From an optimization exercise on the open Yosys and OpenROAD flow, aimed at small area, a short achievable clock period and few clock cycles per item; shortcuts taken in it are not production practice.
At most, simulation tests tie the RTL to the original design; equivalence was not proved.
Power figures rest on the tool's default switching activity, not on a simulated workload.

run G:
## aes_dec_top
module aes_dec_top
(
    input  logic        clk,
    input  logic        reset,
    input  logic [11:0] paddr,
    input  logic        psel,
    input  logic        penable,
    input  logic        pwrite,
    input  logic [31:0] pwdata,
    output logic [31:0] prdata,
    output logic        pready,
    output logic        pslverr
);
    logic         key_we;
    logic [5:0]   key_addr;
    logic [31:0]  key_wdata;
    logic         start;
    logic         ctrl_wr;
    logic         fin;
    logic [127:0] ciphertext;
    logic [127:0] plaintext;
    logic [127:0] round_key;
    logic [127:0] last_key;
    logic [31:0]  wdata_z;
    logic [9:0]   round_sel;
    aes_dec_regs i_aes_dec_regs (
        .clk        (clk),
        .reset      (reset),
        .paddr      (paddr),
        .psel       (psel),
        .penable    (penable),
        .pwrite     (pwrite),
        .pwdata     (pwdata),
        .prdata     (prdata),
        .pready     (pready),
        .pslverr    (pslverr),
        .fin        (fin),
        .plaintext  (plaintext),
        .key_we     (key_we),
        .key_addr   (key_addr),
        .key_wdata  (key_wdata),
        .start      (start),
        .ctrl_wr    (ctrl_wr),
        .wdata_z    (wdata_z),
        .ciphertext (ciphertext)
    );
    aes_round_key_store i_aes_round_key_store (
        .clk       (clk),
        .key_we    (key_we),
        .key_addr  (key_addr),
        .key_wdata (key_wdata),
        .wdata_z   (wdata_z),
        .round_sel (round_sel),
        .round_key (round_key),
        .last_key  (last_key)
    );
    aes_dec_engine i_aes_dec_engine (
        .clk        (clk),
        .reset      (reset),
        .start      (start),
        .ctrl_wr    (ctrl_wr),
        .start_bit  (pwdata[0]),
        .ciphertext (ciphertext),
        .last_key   (last_key),
        .round_key  (round_key),
        .round_sel  (round_sel),
        .fin        (fin),
        .plaintext  (plaintext)
    );
endmodule
For scale: ~7000 cells after synthesis, about 1900 flip-flops, about 83 I/O pins, about 94000 µm² of cells after synthesis.
clock: 10.0 ns
lec_check: 0
cap_margin: 20
core_margin: 2
core_utilization: 40
cts_cluster_diameter: 100
cts_cluster_size: 25
slew_margin: 20
tns_end_percent: 5
standard.sh (not shown) runs the stock make flow with config.mk's settings and CLKGATE_MAP_FILE= SYNTH_SCRIPT=/design/flow/synth_recipe.tcl, a recipe that flattens the netlist after the stock synthesis.
==> flow/flow/run.sh <==
#!/bin/bash
# The standard layout (standard.sh, its synthesis unchanged) with two changes to how the layout
# is made: the port buffers are buf_2 cells, and timing repair works until the setup slack reaches
# SETUP_SLACK_MARGIN, well above zero at the 10 ns clock. The tools' output goes to standard.log.
set -euo pipefail
export SETUP_SLACK_MARGIN=7.0
export BUFFER_PORTS_ARGS="-buffer_cell sky130_fd_sc_hd__buf_2"
bash standard.sh > standard.log 2>&1
Edits applied to the flow inputs when going from run G to run B:
-- flow/design.v --
<<< run G, line 614
    logic [31:0] c63;
    logic [31:0] kc;
    aes_g_word i_g (
        .i (key_wdata),
        .o (wdata_g)
    );
>>> run B, line 614
    logic [31:0] c63;
    logic [31:0] kc;
    logic        pend_q;
    logic [5:0]  pend_addr_q;
    logic [31:0] pend_data_q;
    aes_g_word i_g (
        .i (pend_data_q),
        .o (wdata_g)
    );
<<< run G, line 626
    always_ff @(posedge clk)
    begin
        for (int i = 0; i < 44; i++)
        begin
            if (key_we && (key_addr == 6'(i)))
            begin
                if (i >= 40)
                begin
                    mem[i] <= wdata_z ^ c63;
                end
                else
                begin
                    mem[i] <= (i >= 4) ? (wdata_g ^ kc) : wdata_g;
                end
            end
        end
>>> run B, line 629
    always_ff @(posedge clk)
    begin
        pend_q      <= key_we && (key_addr < 6'd40);
        pend_addr_q <= key_addr;
        pend_data_q <= key_wdata;
    end
    always_ff @(posedge clk)
    begin
        for (int i = 0; i < 44; i++)
        begin
            if (i >= 40)
            begin
                if (key_we && (key_addr == 6'(i)))
                begin
                    mem[i] <= wdata_z ^ c63;
                end
            end
            else if (pend_q && (pend_addr_q == 6'(i)))
            begin
                mem[i] <= (i >= 4) ? (wdata_g ^ kc) : wdata_g;
            end
        end
<<< run G, line 674
    output logic [31:0]  key_wdata,
    output logic         start,
    output logic         ctrl_wr,     
    output logic [31:0]  wdata_z,     
    output logic [127:0] ciphertext   
>>> run B, line 683
    output logic [31:0]  key_wdata,
    output logic         start,
    output logic [31:0]  wdata_z,     
    output logic [127:0] ciphertext   
<<< run G, line 758
    assign key_addr  = widx_q;
    assign key_wdata = pwdata;
    assign ctrl_wr   = we && ctrl_q;
    assign start     = ctrl_wr && pwdata[0];
    always_ff @(posedge clk)
    begin
>>> run B, line 766
    assign key_addr  = widx_q;
    assign key_wdata = pwdata;
    assign start     = we && ctrl_q && pwdata[0];
    always_ff @(posedge clk)
    begin
<<< run G, line 796
    input  logic         reset,
    input  logic         start,
    input  logic         ctrl_wr,     
    input  logic         start_bit,
    input  logic [127:0] ciphertext,
    input  logic [127:0] last_key,
>>> run B, line 803
    input  logic         reset,
    input  logic         start,
    input  logic [127:0] ciphertext,
    input  logic [127:0] last_key,
<<< run G, line 811
    logic         z_ok_q;    
    logic         go;
    logic         rdy;
    logic         a_en;
    logic [127:0] state_q;
    logic [63:0]  norm_q;    
>>> run B, line 816
    logic         z_ok_q;    
    logic         go;
    logic         fin_q;     
    logic [127:0] state_q;
    logic [63:0]  norm_q;    
<<< run G, line 838
        .y (s2_out)
    );
    assign rdy = z_ok_q && !run;
    assign go  = (start || pend_q) && rdy;
    assign a_en = (start_bit && (ctrl_wr && rdy)) || ((pend_q && rdy) || (run && !ph));
    assign fin = run && ph && rsel[0];
    assign state_d = run ? s2_out : z0;
    aes_norms i_norms (
>>> run B, line 842
        .y (s2_out)
    );
    assign go  = (start || pend_q) && z_ok_q && !run;
    assign fin = fin_q;
    assign state_d = run ? s2_out : z0;
    aes_norms i_norms (
<<< run G, line 851
        state_q <= state_d;
        norm_q  <= norm_d;
        if (a_en)
        begin
            a_q <= s1_out;
>>> run B, line 853
        state_q <= state_d;
        norm_q  <= norm_d;
        if (go || (run && !ph))
        begin
            a_q <= s1_out;
<<< run G, line 865
            pend_q <= 1'b0;
            z_ok_q <= 1'b0;
        end
        else
        begin
            pend_q <= (start || pend_q) && !go;
            z_ok_q <= !run;
            if (go)
>>> run B, line 867
            pend_q <= 1'b0;
            z_ok_q <= 1'b0;
            fin_q  <= 1'b0;
        end
        else
        begin
            pend_q <= (start || pend_q) && !go;
            fin_q  <= run && !ph && rsel[0];
            z_ok_q <= !run;
            if (go)
<<< run G, line 914
    logic [31:0]  key_wdata;
    logic         start;
    logic         ctrl_wr;
    logic         fin;
    logic [127:0] ciphertext;
>>> run B, line 918
    logic [31:0]  key_wdata;
    logic         start;
    logic         fin;
    logic [127:0] ciphertext;
<<< run G, line 939
        .key_wdata  (key_wdata),
        .start      (start),
        .ctrl_wr    (ctrl_wr),
        .wdata_z    (wdata_z),
        .ciphertext (ciphertext)
>>> run B, line 942
        .key_wdata  (key_wdata),
        .start      (start),
        .wdata_z    (wdata_z),
        .ciphertext (ciphertext)
<<< run G, line 957
        .reset      (reset),
        .start      (start),
        .ctrl_wr    (ctrl_wr),
        .start_bit  (pwdata[0]),
        .ciphertext (ciphertext),
        .last_key   (last_key),
>>> run B, line 959
        .reset      (reset),
        .start      (start),
        .ciphertext (ciphertext),
        .last_key   (last_key),
Findings:
Compared with run G, in run B post-place instance area picked up an extra 0.43%, global-route usage lost 0.58 points. Looking at launch point of the critical path, the paddr[9] result is from run B; the i_aes_dec_engine.a_q[34] one comes from run G. NOTE: final critical-path required period in run B falls short of that of run G. Compared with run G, run B shows detailed-routing wirelength on met1 that has gone up slightly. Delay contributed by the slowest stage of the critical path (higher): run B. Clock power on run B is behind run G. Looking at count of instances resized after the clock tree is built, run B sits 174 below run G. Looking at worst hold path stage count, run B sits 2 lower than run G does.
Testbench counts of run B, summed over its fixed seeds: cycles 7,296, blocks 192.
Function not checked in run G: the RTL went through the layout flow alone.

[static timing again, ports no longer ideal]
No port has a modelled driver above. Below, the same layouts with a new extraction and two added sets of constraints.
Step 1: set_driving_cell puts a clkbuf_16 on clk and a buf_2 on each other input, an assumption about the parent block.
Step 2 times the ports against the registers' clock, not the clock port: input delays grow and output delays shrink by t, the midpoint of the rising clock arrivals with the driver on.
Slacks: no drivers / after step 1 / after step 2; pairs: no drivers / after step 1.
| run | shift t [ns] | setup slack, ns | hold slack, ns | worst register clock-pin slew, ns |
|---|---|---|---|---|
| run G | 0.861 | 6.585 / 6.585 / 5.799 | 0.522 / 0.522 / 0.522 | 0.11 / 0.11 |
| run B | 0.865 | 6.695 / 6.614 / 5.864 | 0.371 / 0.371 / 0.371 | 0.11 / 0.11 |
After both steps every run listed still meets setup and hold. For run B, which loses most, drivers alone change the setup slack by -0.081 ns; drivers and shift together by -0.831 ns.
